What follows belongs to an exercise in optimizing a design on an open flow for small area, a short achievable clock period and few clock cycles; a production flow would make more cautious choices. Only simulation tests tie the RTL to the original design; equivalence was not proved. Power and IR drop assume default switching activity.

File: design.v
package dist_pkg;
    localparam int NUM_JOB_TYPES = 4;
    localparam int NUM_FTHREADS  = 4;
    localparam int JOB_TY_W      = 2;
    localparam int JOB_W      = 128;
    localparam int OPCODE_W   = 16;
    localparam int ADDR_W     = 58;
    localparam int OFFSET_W   = 32;
    localparam int CMD_W      = 8;
    localparam int PARAM_W    = 16;
    localparam int CMD_LINE_W = CMD_W + ADDR_W + ADDR_W + PARAM_W;
    localparam int LINE_RAW_W = CMD_W + PARAM_W + 2 * OFFSET_W;
    localparam int JOB_CMD_LSB    = 0;
    localparam int JOB_PARAM_LSB  = 8;
    localparam int JOB_RD_OFS_LSB = 32;
    localparam int JOB_WR_OFS_LSB = 64;
endpackage
import dist_pkg::*;
module dist_fsm (
    input  logic                                                      clk,
    input  logic                                                      rst_n,
    input  logic [dist_pkg::NUM_JOB_TYPES-1:0]                        job_queue_valid,
    input  logic [dist_pkg::NUM_JOB_TYPES-1:0][dist_pkg::NUM_FTHREADS-1:0] mapping,
    input  logic [dist_pkg::NUM_FTHREADS-1:0]                         busy,
    input  logic [dist_pkg::NUM_FTHREADS-1:0]                         busy_next,
    input  logic [dist_pkg::NUM_FTHREADS-1:0]                         fthread_done,
    input  logic [dist_pkg::NUM_FTHREADS-1:0]                         idle_next,
    output logic [dist_pkg::NUM_JOB_TYPES-1:0]                        job_queue_ready,
    output logic [dist_pkg::NUM_JOB_TYPES-1:0]                        grant,
    output logic [dist_pkg::NUM_JOB_TYPES-1:0]                        pick,
    output logic                                                      take,
    output logic [dist_pkg::NUM_FTHREADS-1:0]                         job_set
);
    localparam int NQ = NUM_JOB_TYPES;
    localparam int NF = NUM_FTHREADS;
    logic          held;
    logic [NF-1:0] held_map;
    logic [NQ-1:0][NQ-1:0] wins;
    logic [NF-1:0] grant_map;
    logic [NF-1:0] hand_avail;
    logic          hand;
    logic [NQ-1:0] want;
    logic [NQ-1:0] pick_q;
    logic          take_now;
    logic [NF-1:0] take_done;
    always_comb begin
        hand_avail = held_map & idle_next;
        hand       = held & (|hand_avail);
        job_set    = hand ? (hand_avail & (~hand_avail + NF'(1))) : '0;
    end
    assign take = take_now | (|(take_done & fthread_done));
    logic [NQ-1:0][NQ-1:0] ahead;
    logic [NQ-1:0] skip;
    always_comb begin
        for (int q = 0; q < NQ; q++) begin
            want[q] = job_queue_valid[q] & ~skip[q];
            for (int p = 0; p < NQ; p++) begin
                if (p < q) begin
                    ahead[q][p] = wins[p][q];
                end else if (p > q) begin
                    ahead[q][p] = ~wins[q][p];
                end else begin
                    ahead[q][p] = 1'b0;
                end
            end
        end
    end
    always_comb begin
        for (int q = 0; q < NQ; q++) begin
            job_queue_ready[q] = take & ~skip[q] & ~(|(ahead[q] & want));
            pick_q[q]          = want[q] & ~(|(ahead[q] & want));
        end
    end
    assign grant = pick_q & {NQ{take}};
    assign pick  = pick_q;
    always_comb begin
        grant_map = '0;
        for (int q = 0; q < NQ; q++) begin
            grant_map = grant_map | (pick_q[q] ? mapping[q] : '0);
        end
    end
    logic          held_n;
    logic [NF-1:0] held_map_n;
    logic          held_single_n;
    logic [NQ-1:0] skip_n;
    always_comb begin
        held_n        = rst_n & ((|grant) | (held & ~hand));
        held_map_n    = take ? grant_map : held_map;
        held_single_n = held_n & (held_map_n != '0) & ((held_map_n & (held_map_n - 1'b1)) == '0);
        for (int q = 0; q < NQ; q++) begin
            skip_n[q] = held_single_n & ((mapping[q] & ~held_map_n) == '0);
        end
    end
    always_ff @(posedge clk) begin
        held      <= held_n;
        held_map  <= held_map_n;
        skip      <= skip_n;
        take_now  <= ~held_n | (|(held_map_n & ~busy_next));
        take_done <= {NF{held_n}} & held_map_n & busy_next;
    end
    always_ff @(posedge clk) begin
        if (!rst_n) begin
            for (int i = 0; i < NQ; i++) begin
                for (int j = 0; j < NQ; j++) begin
                    wins[i][j] <= (i < j);
                end
            end
        end else begin
            for (int i = 0; i < NQ; i++) begin
                for (int j = i + 1; j < NQ; j++) begin
                    if (grant[i]) begin
                        wins[i][j] <= 1'b0;
                    end else if (grant[j]) begin
                        wins[i][j] <= 1'b1;
                    end
                end
            end
        end
    end
endmodule
import dist_pkg::*;
module opcode_matrix (
    input  logic                                                      clk,
    input  logic [dist_pkg::NUM_FTHREADS-1:0][dist_pkg::OPCODE_W-1:0]  fthread_config,
    input  logic                                                      fthread_config_valid,
    input  logic [dist_pkg::NUM_JOB_TYPES-1:0][dist_pkg::OPCODE_W-1:0] job_config,
    input  logic                                                      job_config_valid,
    output logic [dist_pkg::NUM_JOB_TYPES-1:0][dist_pkg::NUM_FTHREADS-1:0] mapping
);
    logic [NUM_FTHREADS-1:0][OPCODE_W-1:0]  fthread_opcode;
    logic [NUM_JOB_TYPES-1:0][OPCODE_W-1:0] job_ring;
    logic [JOB_TY_W-1:0]                    job_slot0;
    always_ff @(posedge clk) begin
        if (fthread_config_valid) begin
            fthread_opcode <= fthread_config;
        end
    end
    always_ff @(posedge clk) begin
        if (job_config_valid) begin
            job_ring  <= job_config;
            job_slot0 <= '0;
        end else begin
            job_ring  <= {job_ring[0], job_ring[NUM_JOB_TYPES-1:1]};
            job_slot0 <= job_slot0 + 1'b1;
        end
    end
    always_ff @(posedge clk) begin
        for (int f = 0; f < NUM_FTHREADS; f++) begin
            mapping[job_slot0][f] <= (job_ring[0] == fthread_opcode[f]);
        end
    end
endmodule
import dist_pkg::*;
module fthread_tracker (
    input  logic                              clk,
    input  logic                              rst_n,
    input  logic [dist_pkg::NUM_FTHREADS-1:0] job_set,
    input  logic [dist_pkg::NUM_FTHREADS-1:0] fthread_done,
    output logic [dist_pkg::NUM_FTHREADS-1:0] busy,
    output logic [dist_pkg::NUM_FTHREADS-1:0] busy_next,
    output logic [dist_pkg::NUM_FTHREADS-1:0] idle_next
);
    assign busy_next = rst_n ? (job_set | (busy & ~fthread_done)) : '0;
    always_ff @(posedge clk) begin
        busy <= busy_next;
    end
    assign idle_next = ~busy | fthread_done;
endmodule
import dist_pkg::*;
module job_line_builder (
    input  logic                                                      clk,
    input  logic                                                      rst_n,
    input  logic [dist_pkg::ADDR_W-1:0]                               ws_base_addr,
    input  logic                                                      ws_base_addr_valid,
    input  logic [dist_pkg::NUM_JOB_TYPES-1:0][dist_pkg::JOB_W-1:0]   job_queue_data,
    input  logic [dist_pkg::NUM_JOB_TYPES-1:0]                        pick,
    input  logic                                                      take,
    input  logic [dist_pkg::NUM_FTHREADS-1:0]                         job_set,
    output logic [dist_pkg::NUM_FTHREADS-1:0][dist_pkg::CMD_LINE_W-1:0] fthread_job,
    output logic [dist_pkg::NUM_FTHREADS-1:0]                         fthread_job_valid
);
    localparam int HI_W  = ADDR_W - OFFSET_W;
    localparam int LINE_W = CMD_W + PARAM_W + 2 * (OFFSET_W + 1);
    logic [ADDR_W-1:0]     base_q;
    logic [HI_W-1:0]       hi_ones;
    logic [LINE_RAW_W-1:0] sel_raw;
    logic [OFFSET_W:0]     rd_sum;
    logic [OFFSET_W:0]     wr_sum;
    logic [LINE_W-1:0]     line_q;
    logic [ADDR_W-1:0]     rd_addr;
    logic [ADDR_W-1:0]     wr_addr;
    logic [CMD_LINE_W-1:0] job_line;
    always_ff @(posedge clk) begin
        if (ws_base_addr_valid) begin
            base_q <= ws_base_addr;
        end
    end
    logic [HI_W-1:0] hi_ones_d;
    always_comb begin
        hi_ones_d[0] = 1'b1;
        for (int i = 1; i < HI_W; i++) begin
            hi_ones_d[i] = hi_ones_d[i-1] & base_q[OFFSET_W + i - 1];
        end
    end
    always_ff @(posedge clk) begin
        hi_ones <= hi_ones_d;
    end
    always_comb begin
        sel_raw = '0;
        for (int q = 0; q < NUM_JOB_TYPES; q++) begin
            sel_raw = sel_raw | ({LINE_RAW_W{pick[q]}} &
                                 {job_queue_data[q][JOB_WR_OFS_LSB +: OFFSET_W],
                                  job_queue_data[q][JOB_RD_OFS_LSB +: OFFSET_W],
                                  job_queue_data[q][JOB_CMD_LSB +: CMD_W + PARAM_W]});
        end
    end
    localparam int LO_W = 4;
    localparam int MID_W = OFFSET_W - LO_W;
    localparam int CP_W = CMD_W + PARAM_W;
    logic [OFFSET_W-1:0] sel_rd_ofs, sel_wr_ofs;
    logic [LO_W:0]       sel_rd_lo, sel_wr_lo;
    logic [OFFSET_W:0]   held_rd, held_wr;
    logic [CP_W-1:0]     held_cp;
    logic [MID_W:0]      rd_mid, wr_mid;
    assign sel_rd_ofs = sel_raw[CP_W +: OFFSET_W];
    assign sel_wr_ofs = sel_raw[CP_W + OFFSET_W +: OFFSET_W];
    assign sel_rd_lo  = {1'b0, base_q[LO_W-1:0]} + {1'b0, sel_rd_ofs[LO_W-1:0]};
    assign sel_wr_lo  = {1'b0, base_q[LO_W-1:0]} + {1'b0, sel_wr_ofs[LO_W-1:0]};
    always_ff @(posedge clk) begin
        if (take) begin
            held_rd <= {sel_rd_ofs[OFFSET_W-1:LO_W], sel_rd_lo};
            held_wr <= {sel_wr_ofs[OFFSET_W-1:LO_W], sel_wr_lo};
            held_cp <= sel_raw[CP_W-1:0];
        end
    end
    assign rd_mid = {1'b0, base_q[OFFSET_W-1:LO_W]} + {1'b0, held_rd[OFFSET_W:LO_W+1]} + {{MID_W{1'b0}}, held_rd[LO_W]};
    assign wr_mid = {1'b0, base_q[OFFSET_W-1:LO_W]} + {1'b0, held_wr[OFFSET_W:LO_W+1]} + {{MID_W{1'b0}}, held_wr[LO_W]};
    assign rd_sum = {rd_mid, held_rd[LO_W-1:0]};
    assign wr_sum = {wr_mid, held_wr[LO_W-1:0]};
    always_ff @(posedge clk) begin
        line_q <= {wr_sum, rd_sum, held_cp};
    end
    always_ff @(posedge clk) begin
        if (!rst_n) begin
            fthread_job_valid <= '0;
        end else begin
            fthread_job_valid <= job_set;
        end
    end
    assign rd_addr = {base_q[ADDR_W-1:OFFSET_W] ^ ({HI_W{line_q[CMD_W + PARAM_W + OFFSET_W]}} & hi_ones),
                      line_q[CMD_W + PARAM_W +: OFFSET_W]};
    assign wr_addr = {base_q[ADDR_W-1:OFFSET_W] ^ ({HI_W{line_q[LINE_W-1]}} & hi_ones),
                      line_q[CMD_W + PARAM_W + OFFSET_W + 1 +: OFFSET_W]};
    assign job_line = {line_q[CMD_W-1:0], rd_addr, wr_addr, line_q[CMD_W +: PARAM_W]};
    always_comb begin
        for (int f = 0; f < NUM_FTHREADS; f++) begin
            fthread_job[f] = job_line;
        end
    end
endmodule
import dist_pkg::*;
module job_distributor (
    input  logic                                             clk,
    input  logic                                             rst_n,
    input  logic [dist_pkg::NUM_FTHREADS*dist_pkg::OPCODE_W-1:0]  fthread_config,
    input  logic                                             fthread_config_valid,
    input  logic [dist_pkg::NUM_JOB_TYPES*dist_pkg::OPCODE_W-1:0] job_config,
    input  logic                                             job_config_valid,
    input  logic [dist_pkg::NUM_JOB_TYPES-1:0]               job_queue_valid,
    input  logic [dist_pkg::NUM_JOB_TYPES*dist_pkg::JOB_W-1:0]    job_queue_data,
    output logic [dist_pkg::NUM_JOB_TYPES-1:0]               job_queue_ready,
    input  logic [dist_pkg::ADDR_W-1:0]                      ws_base_addr,
    input  logic                                             ws_base_addr_valid,
    output logic [dist_pkg::NUM_FTHREADS*dist_pkg::CMD_LINE_W-1:0] fthread_job,
    output logic [dist_pkg::NUM_FTHREADS-1:0]                fthread_job_valid,
    input  logic [dist_pkg::NUM_FTHREADS-1:0]                fthread_done
);
    logic [NUM_JOB_TYPES-1:0][NUM_FTHREADS-1:0] mapping;
    logic [NUM_FTHREADS-1:0]  busy;
    logic [NUM_FTHREADS-1:0]  idle_next;
    logic [NUM_FTHREADS-1:0]  busy_next;
    logic [NUM_JOB_TYPES-1:0] grant;
    logic [NUM_JOB_TYPES-1:0] pick;
    logic [NUM_FTHREADS-1:0]  job_set;
    opcode_matrix opcode_matrix_inst (
        .clk, .fthread_config, .fthread_config_valid,
        .job_config, .job_config_valid, .mapping
    );
    fthread_tracker fthread_tracker_inst (
        .clk, .rst_n, .job_set, .fthread_done, .busy, .busy_next, .idle_next
    );
    logic take;
    dist_fsm dist_fsm_inst (
        .clk, .rst_n, .job_queue_valid, .mapping, .busy, .busy_next,
        .fthread_done, .idle_next,
        .job_queue_ready, .grant, .pick, .take, .job_set
    );
    job_line_builder job_line_builder_inst (
        .clk, .rst_n, .ws_base_addr, .ws_base_addr_valid, .job_queue_data,
        .pick, .take, .job_set, .fthread_job, .fthread_job_valid
    );
endmodule
File: flow/run.sh
#!/bin/bash
# Standard ORFS layout; the only change is the cell buffer_ports uses on the
# ports (the smallest plain buffer instead of the default delay buffer).
set -euo pipefail
export BUFFER_PORTS_ARGS="-buffer_cell sky130_fd_sc_hd__buf_1"
export PLACE_PINS_ARGS="-min_distance 1 -min_distance_in_tracks"
bash standard.sh > standard_flow.log 2>&1
File: standard.sh
#!/bin/bash
# synth_recipe.tcl (not shown) runs the flow's synth.tcl, then flattens the netlist and writes it again
# the make line also repeats each setting of config.mk as NAME=value (left out here)
make -C /OpenROAD-flow-scripts/flow DESIGN_CONFIG=/design/flow/config.mk WORK_HOME=/design/flow/orfs CLKGATE_MAP_FILE= SYNTH_SCRIPT=/design/flow/synth_recipe.tcl "${@:-finish}"
File: config.mk
export PLATFORM = sky130hd
export DESIGN_NAME = job_distributor
export DESIGN_NICKNAME = job_distributor
export VERILOG_FILES = /design/flow/design.v
export SDC_FILE = /design/flow/constraint.sdc
export NUM_CORES = 4
export LEC_CHECK = 0
export CAP_MARGIN = 20
export CORE_AREA = 2 2 278 278
export DIE_AREA = 0 0 280 280
export PLACE_DENSITY = 0.6
export SETUP_SLACK_MARGIN = 2.0
export SLEW_MARGIN = 20
File: constraint.sdc
create_clock -name core_clock -period 5.0 [get_ports {clk}]
set_input_delay 1.0000 -clock core_clock [delete_from_list [all_inputs] [get_ports {clk}]]
set_output_delay 1.0000 -clock core_clock [all_outputs]
set_load 0.01 [all_outputs]
==> reports/metrics.cfg, run 1 <==
[power]
power_frac_clock_pct = 22.7
p_seq_share_pct = 35.7
p_comb_share_pct = 41.6
p_leak_nw = 9.93
powerDensity_nw_per_um2 = 618
intPower_w = 0.00972
irDropWorstVdd_uv = 292
switching_share_pct = 40.7
p_sw_w = 0.00668

[critical_path]
cpMostUsedCell = buf_6
critPathRequiredTime_ps = 4000
critPathMaxFanout = 4
reg2reg_to = job_line_builder_inst.line_q[53]
crit_buf_inv = 2
crit_path_max_incr_delay_ps = 540
cp.arrival_ps = 2100
worst_path_max_delay_cell = or4_4
rrSetupSlack_ps = 1970
r2r-start = job_line_builder_inst.base_q[5]
cp-start-kind = input pin
endpoint_kind = output pin
rr_worst_depth = 10
critical_path.cell_chain = buf_6 > and3b_2 > or4_4 > nor2_4 > buf_6
critPathTopFamily = simple AND/OR/NAND/NOR gates
crit_type = input pin to output pin

[cells_and_area]
nNetsFinal = 3525
fin_area_sq_um = 26600
layout-drive-gt1-share_pct = 9.66
layoutNonFillerInstCount = 3788
area_growth_pct = 16.7

[flow_run]
cap_violations = 0

[grt]
grt_usage_pct = 19.0
grt_overflow = 0
antenna_found_initial = 47
grt_first_pass_wirelength_mm = 109
grt_max_degree = 87
grt_pass1_vias = 16620

[placed_design]
pre_cts_ws_ps = 1330
place.gp.congestion = 0.958
hpwl_mm = 62.0
io_buffers = 1118
dp_cells = 3647
dpl-instance-area_sq_um = 24300

[min_path]
min_path_cells = 0
hold_start = job_line_builder_inst.held_cp[13]
hold-path-endpoint = job_line_builder_inst.line_q[13]
hold_path_class = flip-flop to flip-flop

[clock_tree]
cts_tree = yes
cts_max_level = 2
clock_latency_ps = 590
cts_buffer_depth = 3
clock-root-buffer = clkbuf_16
hold_buffers = 0
cts.sinks = 437
clk_pin_slew_ps = 60
cts_buffers = 50

[yosys]
synth_nets = 2903
synth-seq-area-share_pct = 47.7
synth_area_per_cell_sq_um = 10.7
ys_warn_count = 4
synthCells = 2120
synth_edf_count = 212
ys_types = 65
async_reset_ff_share_pct = 0
netlist_area_sq_um = 22800
ys.flop_type = dfxtp_1
yosys_register_bits = 437

[floorplan]
initial_core_util_pct = 30.1
core_sq_um = 75700
io_pins = 1279
dieWidth_um = 280
die_area_sq_um = 78400
die_h_um = 280
num_rows = 101

[timing]
holdWs_ps = 325
slew_headroom_pct = 31.4
hold_viol = 0
setup_viol = 0
fin_crit_sh_pct = 62.1
final_max_slew_viol_count = 0
worst_pin_slew_ps = 1030
fin_skew_ps = 26.2
finalSetupTns_ps = 0
worst_slack_ps = 1900
max_freq_mhz = 322
period_needed_ps = 3100
rsz0062_at_grt = yes

[drt]
dr.pass1.iters = 5
wire_per_inst_um = 21.3
ant_nets = 0
drc = 0
drt_iter0_markers = 1418
via_per_inst = 4.79
via_count = 18134
drt_wl_total_mm = 80.8

[outcome]
status = no timing/DRC/antenna violations

==> layout make-up <==
cell class	count	area (sq um)
Fill cell	7667	49100
Sequential cell	437	10900
Multi-Input combinational cell	1042	7930
Timing Repair Buffer	1152	4550
Clock buffer	66	1430
Tap cell	978	1220
Clock inverter	28	262
Inverter	59	224
Antenna cell	26	65.1
==> power groups by stage <==
| stage | clock network [W] | logic [W] | registers, W |
|---|---|---|---|
| 3_3_place_gp | 0 | 0.00633 | 0.00586 |
| 5_1_grt | 0.00399 | 0.00741 | 0.00597 |
| 6_report | 0.00373 | 0.00682 | 0.00585 |
| 3_5_place_dp | 0 | 0.00635 | 0.00588 |
| 4_1_cts | 0.00385 | 0.00660 | 0.00582 |
| 2_1_floorplan | 0 | 0.00622 | 0.00549 |
==> flip-flops by register name, indices dropped and copies added (netlist names), 6 cells and up <==
register                           cells
job_line_builder_inst.line_q          90
opcode_matrix_inst.fthread_opcode     64
opcode_matrix_inst.job_ring           64
job_line_builder_inst.base_q          58
job_line_builder_inst.held_rd         33
job_line_builder_inst.held_wr         33
job_line_builder_inst.hi_ones         25
job_line_builder_inst.held_cp         24
opcode_matrix_inst.mapping            16
dist_fsm_inst.wins                     6
==> kinds of logic (layout without fill, tap and decap cells) <==
family	after synthesis	after routing	synth area share, %
multiplexers	64	64	3.17
XOR/XNOR	167	167	6.42
AND/OR/NAND/NOR	359	359	7.77
buffers and inverters	641	1305	19.0
adder cells (fa/ha/maj)	72	72	4.15
other	0	26	0
AO/OA/AOI/OAI	380	380	11.8
flip-flops	437	437	47.7
==> placed cells by master (no fill, tap or decap), types with 29 or more instances in the layout <==
cell type | synthesis | final
xor2_1 | 67 | 67
o21ai_0 | 32 | 29
buf_1 | 24 | 1107
xnor2_1 | 100 | 85
mux2_2 | 64 | 64
nand2_1 | 175 | 175
edfxtp_1 | 212 | 212
dfxtp_1 | 225 | 224
a21o_1 | 32 | 32
a21oi_1 | 45 | 40
clkbuf_16 | 0 | 54
inv_1 | 59 | 57
ha_1 | 66 | 65
a22oi_1 | 192 | 191
nor2_1 | 42 | 41
==> cells in the mapped netlist, types with 7 or more instances <==
cell      instances  area, sq um
a21o_1           32          240
a21oi_1          45          225
a22oi_1         192         1440
and2_1           11         68.8
and3_1           17          106
buf_1            24         90.1
buf_4           508         3810
clkbuf_1         44          165
dfxtp_1         225         4500
edfxtp_1        212         6370
ha_1             66          826
inv_1            59          221
mux2_2           64          721
nand2_1         175          657
nand2b_1         12         75.1
nand3_1          16         80.1
nand4_1          10         62.6
nor2_1           42          158
nor2b_1           8         50.1
nor3_1           18         90.1
nor3b_1           8         60.1
nor4_1           17          106
o21a_1            7         52.6
o21ai_0          32          160
o22ai_1          16          100
xnor2_1         100          876
xor2_1           67          587
==> per-stage QoR <==
stage / utilization [%] / total power [W]
after floorplan: - / 0.0117
after global placement: 32.1 / 0.0122
after detailed placement: 32.1 / 0.0122
after CTS: 34.7 / 0.0163
after global routing: 35.1 / 0.0174
final: 35.1 / 0.0164
==> timing repair <==
action,4_1_cts,5_1_grt
resized for setup,36,37
pin swaps,8,20
buffers inserted,10,9
endpoints found under the setup margin,133,108
cloned,1,1
==> metal layers <==
| layer | track usage (%) | vias to the layer above | part of all wire [%] |
|---|---|---|---|
| met5 | 0 | - | 0.21 |
| met4 | 11.8 | 28 | 6.8 |
| met3 | 6.84 | 311 | 11 |
| met2 | 30.9 | 1229 | 45 |
| met1 | 21.1 | 8350 | 37 |
| li1 | - | 8216 | - |
==> how the worst max path moves through the flow <==
stage                     slack, ps                from  cells after the start                               end
after floorplan                1920  job_queue_valid[3]                     11  job_line_builder_inst.held_wr[4]
after global placement         1330  job_queue_valid[2]                     11             dist_fsm_inst.skip[0]
after detailed placement       1330  job_queue_valid[2]                     11             dist_fsm_inst.skip[0]
after CTS                      1890  job_queue_valid[3]                      5                job_queue_ready[1]
after global routing           1840     fthread_done[1]                      6                job_queue_ready[3]
final                          1900  job_queue_valid[0]                      5                job_queue_ready[1]
Testbench counts, summed over its fixed seeds: cycles 12,069.
==> run 2, diff against run 1 <==
--- a/config.mk
+++ b/config.mk
@@ -11,3 +11,3 @@
 export PLACE_DENSITY = 0.6
-export SETUP_SLACK_MARGIN = 2.0
+export SETUP_SLACK_MARGIN = 1.7
 export SLEW_MARGIN = 20
==> reports/metrics.cfg, run 2 <==
[outcome]
status = no timing/DRC/antenna violations

[clock_tree]
clock_latency_ps = 600  ; about the same
cts_buffers = 50  ; unchanged
cts_max_level = 2  ; unchanged
clk_pin_slew_ps = 60  ; about the same
hold_buffers = 0  ; unchanged
clock-root-buffer = clkbuf_16
cts_tree = yes
cts_buffer_depth = 3  ; unchanged
cts.sinks = 437  ; unchanged

[placed_design]
place.gp.congestion = 0.948  ; -1.0%
dp_cells = 3651  ; +0.11%
io_buffers = 1118  ; unchanged
pre_cts_ws_ps = 1170  ; -156 ps
hpwl_mm = 60.6  ; -2.2%

[cells_and_area]
nNetsFinal = 3512  ; -0.37%
layout-drive-gt1-share_pct = 7.29  ; -2.4 points
layoutNonFillerInstCount = 3766  ; -0.58%
top_register = job_line_builder_inst.line_q
reg_top3 = job_line_builder_inst.line_q x90, opcode_matrix_inst.fthread_opcode x64, opcode_matrix_inst.job_ring x64
most-common-layout-cells = buf_1, dfxtp_1, edfxtp_1
largest_reg_flops = 90  ; unchanged
final_common_cell = buf_1
area_growth_pct = 15.5

[drt]
ant_nets = 0  ; unchanged
via_count = 17909  ; -1.2%
drc = 0  ; unchanged
dr.pass1.iters = 6  ; +1
via_per_inst = 4.76  ; -0.66%
drt_wl_total_mm = 76.6  ; -5.2%
wire_per_inst_um = 20.3  ; -4.7%
drt_iter0_markers = 1353  ; -4.6%

[yosys]
synth_top_area_share_pct = 28.0  ; unchanged
async_reset_ff_share_pct = 0  ; unchanged
synth-seq-area-share_pct = 47.7  ; unchanged
synth_top_family_by_area = buffers and inverters
yosys.area.top_type = edfxtp_1
ys.flop_type = dfxtp_1
synth.cells.most_frequent = buf_4, dfxtp_1, edfxtp_1
ys_types = 65  ; unchanged
netlist_area_sq_um = 22800  ; unchanged
yosys_register_bits = 437  ; unchanged
synth_compound_area_share_pct = 11.8  ; unchanged
yosysMostFrequentCell = buf_4
synth_edf_count = 212  ; unchanged
yosys-top-cells-area = edfxtp_1, dfxtp_1, buf_4
synth-simple-area-share_pct = 7.77  ; unchanged
muxShareOfSynthArea_pct = 3.17  ; unchanged
synthCells = 2120  ; unchanged
ys_warn_count = 4  ; unchanged
synth_xor_area_share_pct = 6.42  ; unchanged
synth_area_per_cell_sq_um = 10.7  ; unchanged
synthAdderAreaFrac_pct = 4.15  ; unchanged
synth_nets = 2903  ; unchanged

[power]
irDropWorstVdd_uv = 276  ; -5.4%
powerDensity_nw_per_um2 = 625  ; +1.2%
p_leak_nw = 9.80  ; -1.4%

[critical_path]
reg2reg_to = job_line_builder_inst.line_q[81]
r2r-start = job_line_builder_inst.held_wr[4]
critPathMaxFanout = 4  ; unchanged
critPathRequiredTime_ps = 4000  ; about the same
cp-start-kind = input pin
rr_worst_depth = 14  ; +4
crit_type = input pin to output pin
endpoint_kind = output pin
cp.arrival_ps = 2170  ; +70 ps
rrSetupSlack_ps = 1850  ; -120 ps

[timing]
worst_pin_slew_ps = 1040  ; +6.09 ps
fin_crit_sh_pct = 63.4  ; +1.4 points
slew_headroom_pct = 31.0  ; -0.41 points
holdWs_ps = 318  ; -7.29 ps
fin_skew_ps = 28.8  ; +2.62 ps
finalSetupTns_ps = 0  ; unchanged
final_max_slew_viol_count = 0  ; unchanged
max_freq_mhz = 315  ; -2.2%
hold_viol = 0  ; unchanged
worst_slack_ps = 1830  ; -68.4 ps
period_needed_ps = 3170  ; +68.4 ps
setup_viol = 0  ; unchanged
rsz0062_at_grt = no

[floorplan]
die_h_um = 280  ; unchanged
io_pins = 1279  ; unchanged
dieWidth_um = 280  ; unchanged
core_sq_um = 75700  ; unchanged
die_area_sq_um = 78400  ; unchanged
initial_core_util_pct = 30.1  ; unchanged
num_rows = 101  ; unchanged

[grt]
grt_max_degree = 77  ; -11%
grt_usage_pct = 18.1  ; -0.91 points
antenna_found_initial = 33  ; -30%
grt_overflow = 0  ; unchanged
grt_first_pass_wirelength_mm = 105  ; -4.1%
grt_pass1_vias = 16128  ; -3.0%

[min_path]
hold-path-endpoint = job_line_builder_inst.line_q[6]
min_path_cells = 0  ; unchanged
hold_path_class = flip-flop to flip-flop
hold_start = job_line_builder_inst.held_cp[6]

[flow_run]
cap_violations = 0  ; unchanged

==> run 2: what timing repair did <==
item / 4_1_cts / 5_1_grt
hold endpoints to repair: 0 / 0
endpoints found under the setup margin: 102 / 28
pin swaps: 0 / 3
setup buffers: 0 / 4
gates resized for setup: 2 / 9
==> run 2: final cells by class <==
type / instances / area, sq um
fill: 7624 / 49400
antenna: 17 / 42.5
sequential: 437 / 10900
inverter: 59 / 224
timing repair buffer: 1139 / 4420
clock inverter: 31 / 454
clock buffer: 63 / 1410
multi-input combinational: 1042 / 7650
tap: 978 / 1220
==> run 2: worst max path at each step <==
stage	startpoint	to	slack, ps	cells past startpoint
4_1_cts	job_line_builder_inst.held_wr[4]	job_line_builder_inst.line_q[88]	1700	11
3_3_place_gp	job_queue_valid[1]	dist_fsm_inst.skip[0]	1170	11
3_5_place_dp	job_queue_valid[1]	dist_fsm_inst.skip[3]	1170	11
2_1_floorplan	job_queue_valid[1]	job_line_builder_inst.held_wr[4]	1720	10
6_report	job_queue_valid[3]	job_queue_ready[1]	1830	5
5_1_grt	job_line_builder_inst.base_q[4]	job_line_builder_inst.line_q[54]	1700	13
==> run 2: kinds of logic after synthesis <==
kind of cell | count (synthesis)
buffers and inverters | 641
AOI/OAI and AO/OA | 380
muxes | 64
and+or+nand+nor | 359
adders and majority gates | 72
xor gates and xnor gates | 167
DFF | 437
==> run 2: worst max-delay path, stage by stage <==
cell     delay, ps
buf_1          120
nor3b_1        190
or4_1          530
nor2_1         120
buf_1          220
==> run 2: per-stage QoR <==
stage | instance area [sq um] | power (W) | utilization (%)
global placement | 24300 | 0.0123 | 32.1
finish | 26300 | 0.0164 | 34.7
floorplan | 22800 | 0.0117 | -
CTS | 26200 | 0.0165 | 34.6
global route | 26300 | 0.0174 | 34.7
detailed placement | 24300 | 0.0123 | 32.1
==> run 2: power by group <==
| part | internal [W] | switching [W] |
|---|---|---|
| Combinational | 0.00237 | 0.00412 |
| Sequential | 0.00498 | 0.000892 |
| Clock | 0.00256 | 0.00151 |
==> run 2: per-layer routing <==
metal,track usage (%),vias to the layer above,wire length [um]
li1,-,8199,-
met1,20.7,8178,28800
met2,29.8,1243,35100
met3,6.22,267,8310
met4,9.49,22,4250
met5,0,-,140

port drivers added, routing unchanged:
The flow's constraints put no driver on any port. The routed layouts listed below were extracted and timed again, unchanged, in two steps.
Step 1: set_driving_cell puts a clkbuf_16 on clk and a buf_2 on each other input, an assumption about the parent block.
Step 2 adds t to the input delays and takes it off the output delays; t is the mean of the earliest and latest rising clock arrival at the registers after step 1. Input paths then give back, and output paths get back, about the clock's delay inside the block.
a / b / c = no drivers / after step 1 / after step 2; a / b = the first two.
| run | shift t [ns] | setup WS [ns] | latest minus earliest clock arrival (ns) | worst slew at a driven data input, ns |
|---|---|---|---|---|
| run 1 | 0.637 | 1.897 / 1.843 / 1.407 | 0.031 / 0.031 | 0.23 |
| run 2 | 0.641 | 1.829 / 1.779 / 1.252 | 0.036 / 0.036 | 0.15 |
After both steps setup and hold are still met in every run listed. The setup slack of run 2, which loses most, moves by -0.050 ns with the drivers and by -0.577 ns with both steps.
